What follows belongs to an exercise in optimizing a design on an open flow for small area, a short achievable clock period and few clock cycles; a production flow would make more cautious choices. No activity file was given, so power comes from the tool's default toggle rates.

== old ==
## moment_engine_top
module moment_engine_top
(
   input  logic                                  clk,
   input  logic                                  rst_n,
   input  logic                                  req_i,
   input  logic [9+17-1:0] cfg_i,
   output logic                                  ack_o,
   output logic [17:0]               mem_rd_o,
   input  logic [8-1:0]              rdata_i,
   output logic [3*29-1:0]         moments_o,
   output logic [2*13-1:0]           centroid_o
);
   localparam int m00_w = 20;
   localparam int m1_w  = 25;
   localparam int row_w = 14;
   localparam int q_w   = 9;
   typedef enum logic [2:0] {
      st_idle,
      st_sq,
      st_add_lo,
      st_add_hi,
      st_read,
      st_drain,
      st_div,
      st_ack
   } state_t;
   state_t               state;
   logic                 rd_en;
   logic [11:0]          addr_lo;
   logic [4:0]           addr_hi;
   logic                 addr_c;
   logic [5:0]           x_cnt;
   logic [5:0]           y_cnt;
   logic                 row_first;
   logic                 img_first;
   logic                 v1;
   logic                 f1;
   logic                 l1;
   logic                 fi1;
   logic                 v2;
   logic                 f2;
   logic                 l2;
   logic                 g2;
   logic                 clr;
   logic                 f3;
   logic                 l3;
   logic [7:0]           pix_q;
   logic                 ld_m01;
   logic                 ld_m10;
   logic                 div_x;
   logic                 ack_q;
   logic [m00_w-1:0]     m00;
   logic [m1_w-1:0]      m10;
   logic [m1_w-1:0]      m01;
   logic [5:1]           m10_c;
   logic [5:1]           m01_c;
   logic [m1_w-1:0]      m10_op;
   logic [m1_w-1:0]      m01_op;
   logic [m1_w-1:0]      m10_sum;
   logic [m1_w-1:0]      m01_sum;
   logic [6:1]           m10_co;
  ...
Size in the first run: roughly 1,300 cells after synthesis, about 190 flip-flops, about 170 I/O pins, roughly 0.011 sq mm of cells after synthesis.
clock: 7.5 ns
lec_check: 0
cap_margin: 20
core_margin: 2
core_utilization: 60
setup_slack_margin: 4.8
slew_margin: 20
standard.sh (not shown) runs the stock make flow with config.mk's settings and CLKGATE_MAP_FILE= SYNTH_SCRIPT=/design/flow/synth_recipe.tcl, a recipe that flattens the netlist after the stock synthesis.
==> flow/flow/run.sh <==
#!/bin/bash
# Standard layout, with the port buffers made from the smallest buffer
# instead of the default pick; every port still gets its own buffer.
set -o pipefail
cp standard.sh standard.sh.txt
export BUFFER_PORTS_ARGS="-buffer_cell sky130_fd_sc_hd__buf_1"
bash standard.sh > standard.log 2>&1
diff inputs: old => new
--- a/flow/design.v
+++ b/flow/design.v
@@ -84,22 +84,22 @@
    logic [5:1]           m10_c;
    logic [5:1]           m01_c;
    logic [m1_w-1:0]      m10_op;
    logic [m1_w-1:0]      m01_op;
    logic [m1_w-1:0]      m10_sum;
    logic [m1_w-1:0]      m01_sum;
    logic [6:1]           m10_co;
    logic [6:1]           m01_co;
    logic [row_w-1:0]     row_sum;
    logic [m00_w-1:0]     rem;
-   logic [q_w-1:0]       dvd_lo;
-   logic [q_w-1:0]       quo_y;
+   logic [5:0]           dvd_lo;
+   logic [2*q_w-1:0]     quo;
    logic [5:0]           dim;
    logic [16:0]          start_addr;
    logic [11:0]          sq_m1;
    logic                 x_last;
    logic                 y_last;
    logic                 last_rd;
    logic                 drained;
    assign dim        = cfg_i[22:17];
    assign start_addr = cfg_i[16:0];
    assign x_last  = (x_cnt == 6'd1);
@@ -338,33 +338,35 @@
          m01_rc[i+1] = (m01[i] & m01_op[i]) | (m01[i] & m01_rc[i]) | (m01_op[i] & m01_rc[i]);
       end
       m10_co[6] = m10_rc[m1_w];
       m01_co[6] = m01_rc[m1_w];
    end
    logic [m1_w-1:0]   dvd;
    logic [m00_w:0]    trial;
    logic [m00_w+1:0]  diff;
    logic              q_bit;
    assign dvd   = ld_m01 ? m01 : m10;
-   assign trial = {rem, dvd_lo[q_w-1]};
+   assign trial = {rem, dvd_lo[5]};
    assign diff  = {1'b0, trial} - {2'b0, m00};
    assign q_bit = !diff[m00_w+1] && (m00 != '0);
    always_ff @(posedge clk)
    begin
       ld_m01 <= ((state == st_read) && last_rd) || ((state == st_drain) && !drained);
       ld_m10 <= (state == st_div) && (x_cnt == 6'd2) && !div_x;
       if (ld_m01 || ld_m10)
-         rem <= m00_w'(dvd[m1_w-1:6]);
+      begin
+         rem    <= m00_w'(dvd[m1_w-1:6]);
+         dvd_lo <= dvd[5:0];
+      end
       else
-         rem <= q_bit ? diff[m00_w-1:0] : trial[m00_w-1:0];
-      if (ld_m01 || ld_m10)
-         dvd_lo <= {dvd[5:0], 3'd0};
-      else if (state == st_div)
-         dvd_lo <= {dvd_lo[q_w-2:0], q_bit};
-      if (ld_m10)
-         quo_y <= {dvd_lo[q_w-2:0], q_bit};
+      begin
+         rem    <= q_bit ? diff[m00_w-1:0] : trial[m00_w-1:0];
+         dvd_lo <= {dvd_lo[4:0], 1'b0};
+      end
+      if (state == st_div)
+         quo <= {quo[2*q_w-2:0], q_bit};
    end
    assign ack_o      = ack_q;
    assign mem_rd_o   = {rd_en, addr_hi, addr_lo};
    assign moments_o  = {9'd0, m00, 4'd0, m10, 4'd0, m01};
-   assign centroid_o = {4'd0, dvd_lo, 4'd0, quo_y};
+   assign centroid_o = {4'd0, quo[q_w-1:0], 4'd0, quo[2*q_w-1:q_w]};
 endmodule
Notes after the runs:
Final cell count essentially unchanged between old and new.
Comparing old and new, the higher timing-limited maximum frequency was measured on new.
Inserted tap cell count went up by a few percent going from old to new.
Comparing old with new, the synthesized cell count came out essentially unchanged.
Higher clock-buffer cell count goes to old over new.
Finished layout cell area: old and new compared, lower one is old
Number of sequential storage elements ended up 3.1% higher on new than on old.
Lower power after layout was reported by old, not new.
Against old, new reports a number of cells on the critical path that is lower.
Compared with old, new shows switching fraction of total power higher by 1.9 points.
old → new: stage delay of the slowest cell on the critical path moved down, async set-reset flop share out of synthesis level, routed wire length moved up, area growth from synthesis to layout moved down.
Function was not checked in any run of this note: the RTL went through the layout flow alone.

* * *

The RTL this note starts from:
==> flow/design.v <==
package moment_pkg;
   typedef logic [8-1:0]    pix_t;
   typedef logic [9-1:0]    coord_t;
   typedef logic [17-1:0]   addr_t;
   typedef logic [29-1:0] moment_t;
   typedef logic [13-1:0]   cent_t;
   typedef struct packed {
      coord_t img_dim;
      addr_t  start_addr;
   } img_cfg_t;
   typedef struct packed {
      coord_t x;
      coord_t y;
   } coord_pair_t;
   typedef struct packed {
      logic  en;
      addr_t addr;
   } mem_rd_t;
   typedef struct packed {
      moment_t m00;
      moment_t m10;
      moment_t m01;
   } moments_t;
   typedef struct packed {
      cent_t x_mc;
      cent_t y_mc;
   } centroid_t;
endpackage
`timescale 1ns/100ps
module moment_engine_top
(
   input  logic                                  clk,
   input  logic                                  rst_n,
   input  logic                                  req_i,
   input  logic [9+17-1:0] cfg_i,
   output logic                                  ack_o,
   output logic [17:0]               mem_rd_o,
   input  logic [8-1:0]              rdata_i,
   output logic [3*29-1:0]         moments_o,
   output logic [2*13-1:0]           centroid_o
);
   localparam int m00_w = 20;
   localparam int m1_w  = 25;
   localparam int row_w = 14;
   localparam int q_w   = 9;
   typedef enum logic [2:0] {
      st_idle,
      st_sq,
      st_add_lo,
      st_add_hi,
      st_read,
      st_drain,
      st_div,
      st_ack
   } state_t;
   state_t               state;
   logic                 rd_en;
   logic [11:0]          addr_lo;
   logic [4:0]           addr_hi;
   logic                 addr_c;
   logic [5:0]           x_cnt;
   logic [5:0]           y_cnt;
   logic                 row_first;
   logic                 img_first;
   logic                 v1;
   logic                 f1;
   logic                 l1;
   logic                 fi1;
   logic                 v2;
   logic                 f2;
   logic                 l2;
   logic                 g2;
   logic                 clr;
   logic                 f3;
   logic                 l3;
   logic [7:0]           pix_q;
   logic                 ld_m01;
   logic                 ld_m10;
   logic                 div_x;
   logic                 ack_q;
   logic [m00_w-1:0]     m00;
   logic [m1_w-1:0]      m10;
   logic [m1_w-1:0]      m01;
   logic [5:1]           m10_c;
   logic [5:1]           m01_c;
   logic [m1_w-1:0]      m10_op;
   logic [m1_w-1:0]      m01_op;
   logic [m1_w-1:0]      m10_sum;
   logic [m1_w-1:0]      m01_sum;
   logic [6:1]           m10_co;
   logic [6:1]           m01_co;
   logic [row_w-1:0]     row_sum;
   logic [m00_w:0]       rem;
   logic [5:0]           dvd_lo;
   logic [2*q_w-1:0]     quo;
   logic [5:0]           dim;
   logic [16:0]          start_addr;
   logic [11:0]          sq_m1;
   logic                 x_last;
   logic                 y_last;
   logic                 last_rd;
   logic                 drained;
   assign dim        = cfg_i[22:17];
   assign start_addr = cfg_i[16:0];
   assign x_last  = (x_cnt == 6'd1);
   assign y_last  = (y_cnt == 6'd1);
   assign last_rd = x_last && y_last;
   assign drained = !v1 && !v2 && (m01_c == '0);
   localparam logic [64*12-1:0] sq_table = {
      12'd3968,
      12'd3843,
      12'd3720,
      12'd3599,
      12'd3480,
      12'd3363,
      12'd3248,
      12'd3135,
      12'd3024,
      12'd2915,
      12'd2808,
      12'd2703,
      12'd2600,
      12'd2499,
      12'd2400,
      12'd2303,
      12'd2208,
      12'd2115,
      12'd2024,
      12'd1935,
      12'd1848,
      12'd1763,
      12'd1680,
      12'd1599,
      12'd1520,
      12'd1443,
      12'd1368,
      12'd1295,
      12'd1224,
      12'd1155,
      12'd1088,
      12'd1023,
      12'd960,
      12'd899,
      12'd840,
      12'd783,
      12'd728,
      12'd675,
      12'd624,
      12'd575,
      12'd528,
      12'd483,
      12'd440,
      12'd399,
      12'd360,
      12'd323,
      12'd288,
      12'd255,
      12'd224,
      12'd195,
      12'd168,
      12'd143,
      12'd120,
      12'd99,
      12'd80,
      12'd63,
      12'd48,
      12'd35,
      12'd24,
      12'd15,
      12'd8,
      12'd3,
      12'd0,
      12'd4095
   };
   assign sq_m1 = sq_table[12*x_cnt +: 12];
   always_ff @(posedge clk or negedge rst_n)
   begin
      if (!rst_n)
      begin
         state <= st_idle;
         rd_en <= 1'b0;
         ack_q <= 1'b0;
         v1    <= 1'b0;
         v2    <= 1'b0;
      end
      else
      begin
         v1 <= rd_en;
         v2 <= v1;
         case (state)
            st_idle:
               if (req_i)
                  state <= st_sq;
            st_sq:
               state <= st_add_lo;
            st_add_lo:
               state <= st_add_hi;
            st_add_hi:
            begin
               state <= st_read;
               rd_en <= 1'b1;
            end
            st_read:
               if (last_rd)
               begin
                  state <= st_drain;
                  rd_en <= 1'b0;
               end
            st_drain:
               if (drained)
                  state <= st_div;
            st_div:
               if (x_last && div_x)
               begin
                  state <= st_ack;
                  ack_q <= 1'b1;
               end
            default:
               if (!req_i)
               begin
                  state <= st_idle;
                  ack_q <= 1'b0;
               end
         endcase
      end
   end
   always_ff @(posedge clk)
   begin
      case (state)
         st_idle:
         begin
            {addr_hi, addr_lo} <= start_addr;
            x_cnt              <= dim;
            y_cnt              <= dim;
         end
         st_sq:
            {y_cnt, x_cnt} <= sq_m1;
         st_add_lo:
         begin
            {addr_c, addr_lo} <= {1'b0, addr_lo} + {1'b0, y_cnt, x_cnt};
            x_cnt             <= dim;
            y_cnt             <= dim;
            row_first         <= 1'b1;
            img_first         <= 1'b1;
         end
         st_add_hi:
            addr_hi <= addr_hi + 5'(addr_c);
         st_read:
         begin
            addr_lo   <= addr_lo - 1'b1;
            if (addr_lo == '0)
               addr_hi <= addr_hi - 1'b1;
            img_first <= 1'b0;
            if (x_last)
            begin
               x_cnt     <= dim;
               y_cnt     <= y_cnt - 1'b1;
               row_first <= 1'b1;
            end
            else
            begin
               x_cnt     <= x_cnt - 1'b1;
               row_first <= 1'b0;
            end
         end
         st_drain:
         begin
            x_cnt <= 6'd9;
            div_x <= 1'b0;
         end
         st_div:
         begin
            x_cnt <= x_cnt - 1'b1;
            if (x_last)
            begin
               x_cnt <= 6'd9;
               div_x <= 1'b1;
            end
         end
         default:
            x_cnt <= dim;
      endcase
   end
   always_ff @(posedge clk)
   begin
      f1      <= row_first;
      l1      <= x_last;
      fi1     <= img_first;
      pix_q   <= rdata_i;
      f2      <= f1;
      l2      <= l1;
      clr     <= v1 && fi1;
      g2      <= v1 && !f1;
      f3      <= v2 && f2;
      l3      <= v2 && l2;
      row_sum <= (f2 ? row_w'(0) : row_sum) + row_w'(pix_q);
      m00     <= clr ? m00_w'(0) : m00 + (l3 ? m00_w'(row_sum) : m00_w'(0));
      m10     <= clr ? m1_w'(0)  : m10_sum;
      m10_c   <= clr ? 5'd0      : m10_co[5:1];
      m01     <= clr ? m1_w'(0)  : m01_sum;
      m01_c   <= clr ? 5'd0      : m01_co[5:1];
   end
   assign m10_op = g2 ? m1_w'(row_sum) : m1_w'(0);
   assign m01_op = f3 ? m1_w'(m00) : m1_w'(0);
   logic [m1_w:0] m10_rc;
   logic [m1_w:0] m01_rc;
   always_comb
   begin
      for (int i = 0; i < m1_w; i++)
      begin
         if (i == 0)
         begin
            m10_rc[i] = 1'b0;
            m01_rc[i] = 1'b0;
         end
         else if (i == 4 || i == 8 || i == 12 || i == 16 || i == 20)
         begin
            m10_co[i / 4] = m10_rc[i];
            m01_co[i / 4] = m01_rc[i];
            m10_rc[i] = m10_c[i / 4];
            m01_rc[i] = m01_c[i / 4];
         end
         m10_sum[i]  = m10[i] ^ m10_op[i] ^ m10_rc[i];
         m10_rc[i+1] = (m10[i] & m10_op[i]) | (m10[i] & m10_rc[i]) | (m10_op[i] & m10_rc[i]);
         m01_sum[i]  = m01[i] ^ m01_op[i] ^ m01_rc[i];
         m01_rc[i+1] = (m01[i] & m01_op[i]) | (m01[i] & m01_rc[i]) | (m01_op[i] & m01_rc[i]);
      end
      m10_co[6] = m10_rc[m1_w];
      m01_co[6] = m01_rc[m1_w];
   end
   logic [m1_w-1:0]   dvd;
   logic [m00_w+1:0]  trial;
   logic [m00_w+1:0]  opnd;
   logic [m00_w+1:0]  nxt;
   logic              sub;
   logic              q_bit;
   assign dvd   = ld_m01 ? m01 : m10;
   assign sub   = !rem[m00_w];
   assign trial = {rem, dvd_lo[5]};
   assign opnd  = sub ? ~{2'b0, m00} : {2'b0, m00};
   assign nxt   = trial + opnd + (m00_w+2)'(sub);
   assign q_bit = !nxt[m00_w+1] && (m00 != '0);
   always_ff @(posedge clk)
   begin
      ld_m01 <= ((state == st_read) && last_rd) || ((state == st_drain) && !drained);
      ld_m10 <= (state == st_div) && (x_cnt == 6'd2) && !div_x;
      if (ld_m01 || ld_m10)
      begin
         rem    <= (m00_w+1)'(dvd[m1_w-1:6]);
         dvd_lo <= dvd[5:0];
      end
      else
      begin
         rem    <= nxt[m00_w:0];
         dvd_lo <= {dvd_lo[4:0], 1'b0};
      end
      if (state == st_div)
         quo <= {quo[2*q_w-2:0], q_bit};
   end
   assign ack_o      = ack_q;
   assign mem_rd_o   = {rd_en, addr_hi, addr_lo};
   assign moments_o  = {9'd0, m00, 4'd0, m10, 4'd0, m01};
   assign centroid_o = {4'd0, quo[q_w-1:0], 4'd0, quo[2*q_w-1:q_w]};
endmodule
Settings: LEC_CHECK=0, CAP_MARGIN=20, CORE_MARGIN=2, CORE_UTILIZATION=60, SETUP_SLACK_MARGIN=4.8, SLEW_MARGIN=20; clock period 7.5 ns.
Scripts as last shown in full above: flow/flow/run.sh
==> next run, changes <==
--- a/flow/design.v
+++ b/flow/design.v
@@ -43,24 +43,22 @@
    localparam int m1_w  = 25;
    localparam int row_w = 14;
    localparam int q_w   = 9;
    typedef enum logic [2:0] {
       st_idle,
       st_sq,
-      st_add_lo,
-      st_add_hi,
+      st_add,
       st_read,
       st_drain,
       st_div,
       st_ack
    } state_t;
    state_t               state;
    logic                 rd_en;
    logic [11:0]          addr_lo;
    logic [4:0]           addr_hi;
-   logic                 addr_c;
    logic [5:0]           x_cnt;
    logic [5:0]           y_cnt;
    logic                 row_first;
    logic                 img_first;
    logic                 v1;
    logic                 f1;
@@ -87,13 +85,13 @@
    logic [m1_w-1:0]      m01_op;
    logic [m1_w-1:0]      m10_sum;
    logic [m1_w-1:0]      m01_sum;
    logic [6:1]           m10_co;
    logic [6:1]           m01_co;
    logic [row_w-1:0]     row_sum;
-   logic [m00_w:0]       rem;
+   logic [m00_w-1:0]     rem;
    logic [5:0]           dvd_lo;
    logic [2*q_w-1:0]     quo;
    logic [5:0]           dim;
    logic [16:0]          start_addr;
    logic [11:0]          sq_m1;
    logic                 x_last;
@@ -189,16 +187,14 @@
          v2 <= v1;
          case (state)
             st_idle:
                if (req_i)
                   state <= st_sq;
             st_sq:
-               state <= st_add_lo;
-            st_add_lo:
-               state <= st_add_hi;
-            st_add_hi:
+               state <= st_add;
+            st_add:
             begin
                state <= st_read;
                rd_en <= 1'b1;
             end
             st_read:
                if (last_rd)
@@ -221,38 +217,49 @@
                   state <= st_idle;
                   ack_q <= 1'b0;
                end
          endcase
       end
    end
+   logic [11:0] lo_op;
+   logic [12:0] lo_sum;
+   logic [4:0]  hi_op;
+   assign lo_op  = (state == st_add) ? {y_cnt, x_cnt} :
+                   (state == st_read)   ? 12'hfff : 12'h000;
+   assign lo_sum = {1'b0, addr_lo} + {1'b0, lo_op};
+   assign hi_op  = (state == st_add) ? 5'(lo_sum[12]) :
+                   ((state == st_read) && (addr_lo == '0)) ? 5'h1f : 5'h00;
+   always_ff @(posedge clk)
+   begin
+      if (state == st_idle)
+         {addr_hi, addr_lo} <= start_addr;
+      else
+      begin
+         addr_lo <= lo_sum[11:0];
+         addr_hi <= addr_hi + hi_op;
+      end
+   end
    always_ff @(posedge clk)
    begin
       case (state)
          st_idle:
          begin
-            {addr_hi, addr_lo} <= start_addr;
-            x_cnt              <= dim;
-            y_cnt              <= dim;
+            x_cnt <= dim;
+            y_cnt <= dim;
          end
          st_sq:
             {y_cnt, x_cnt} <= sq_m1;
-         st_add_lo:
+         st_add:
          begin
-            {addr_c, addr_lo} <= {1'b0, addr_lo} + {1'b0, y_cnt, x_cnt};
             x_cnt             <= dim;
             y_cnt             <= dim;
             row_first         <= 1'b1;
             img_first         <= 1'b1;
          end
-         st_add_hi:
-            addr_hi <= addr_hi + 5'(addr_c);
          st_read:
          begin
-            addr_lo   <= addr_lo - 1'b1;
-            if (addr_lo == '0)
-               addr_hi <= addr_hi - 1'b1;
             img_first <= 1'b0;
             if (x_last)
             begin
                x_cnt     <= dim;
                y_cnt     <= y_cnt - 1'b1;
                row_first <= 1'b1;
@@ -326,35 +333,31 @@
          m01_rc[i+1] = (m01[i] & m01_op[i]) | (m01[i] & m01_rc[i]) | (m01_op[i] & m01_rc[i]);
       end
       m10_co[6] = m10_rc[m1_w];
       m01_co[6] = m01_rc[m1_w];
    end
    logic [m1_w-1:0]   dvd;
-   logic [m00_w+1:0]  trial;
-   logic [m00_w+1:0]  opnd;
-   logic [m00_w+1:0]  nxt;
-   logic              sub;
+   logic [m00_w:0]    trial;
+   logic [m00_w+1:0]  diff;
    logic              q_bit;
    assign dvd   = ld_m01 ? m01 : m10;
-   assign sub   = !rem[m00_w];
    assign trial = {rem, dvd_lo[5]};
-   assign opnd  = sub ? ~{2'b0, m00} : {2'b0, m00};
-   assign nxt   = trial + opnd + (m00_w+2)'(sub);
-   assign q_bit = !nxt[m00_w+1] && (m00 != '0);
+   assign diff  = {1'b0, trial} - {2'b0, m00};
+   assign q_bit = !diff[m00_w+1] && (m00 != '0);
    always_ff @(posedge clk)
    begin
       ld_m01 <= ((state == st_read) && last_rd) || ((state == st_drain) && !drained);
       ld_m10 <= (state == st_div) && (x_cnt == 6'd2) && !div_x;
       if (ld_m01 || ld_m10)
       begin
-         rem    <= (m00_w+1)'(dvd[m1_w-1:6]);
+         rem    <= m00_w'(dvd[m1_w-1:6]);
          dvd_lo <= dvd[5:0];
       end
       else
       begin
-         rem    <= nxt[m00_w:0];
+         rem    <= q_bit ? diff[m00_w-1:0] : trial[m00_w-1:0];
          dvd_lo <= {dvd_lo[4:0], 1'b0};
       end
       if (state == st_div)
          quo <= {quo[2*q_w-2:0], q_bit};
    end
    assign ack_o      = ack_q;
Clock skew drops by 0.011 ns.
Count of clock-buffer cells in the layout shrinks by 1.
Fmax went down by 24%.
Power drops by about 17%.
Sequential share of layout area is lower by 0.95 points.
Cell count went up by 0.42%.
Area after synthesis went down by about 3.6%.
First-iteration DRC count goes up by about 3.7%.
Core utilization is higher by 0.71 points.
Clock power drops by about 9%.
Via count rises by 0.92%.
Global-route usage rose by 0.39 points.
Routed wire length barely changes.
No run of this note included a check of the RTL's function; only the layout flow was run.

==> afterwards: timing with drivers on the ports <==
Ports are ideal in the flow. The routed layouts listed here were re-timed in OpenROAD. Step 1: set_driving_cell puts a clkbuf_16 on clk and a buf_2 on each other input, an assumption about the parent block. Step 2, shift: input delay + t, output delay - t, t = (earliest + latest rising clock arrival at the registers) / 2. This alone moves slack from input paths to output paths. Slacks: ideal ports / drivers / drivers and shift; pairs: ideal ports / drivers.
| run | t, ns | setup slack, ns | worst setup path after step 2 |
|---|---|---|---|
| old | 0.479 | 4.723 / 4.723 / 4.723 | register to register |
| new | 0.490 | 4.872 / 4.847 / 4.872 | register to register |
| the first run of note 2 | 0.485 | 4.769 / 4.769 / 4.769 | register to register |
| the second run of note 2 | 0.476 | 3.910 / 3.910 / 3.910 | register to register |
After both steps every run listed still meets setup and hold.
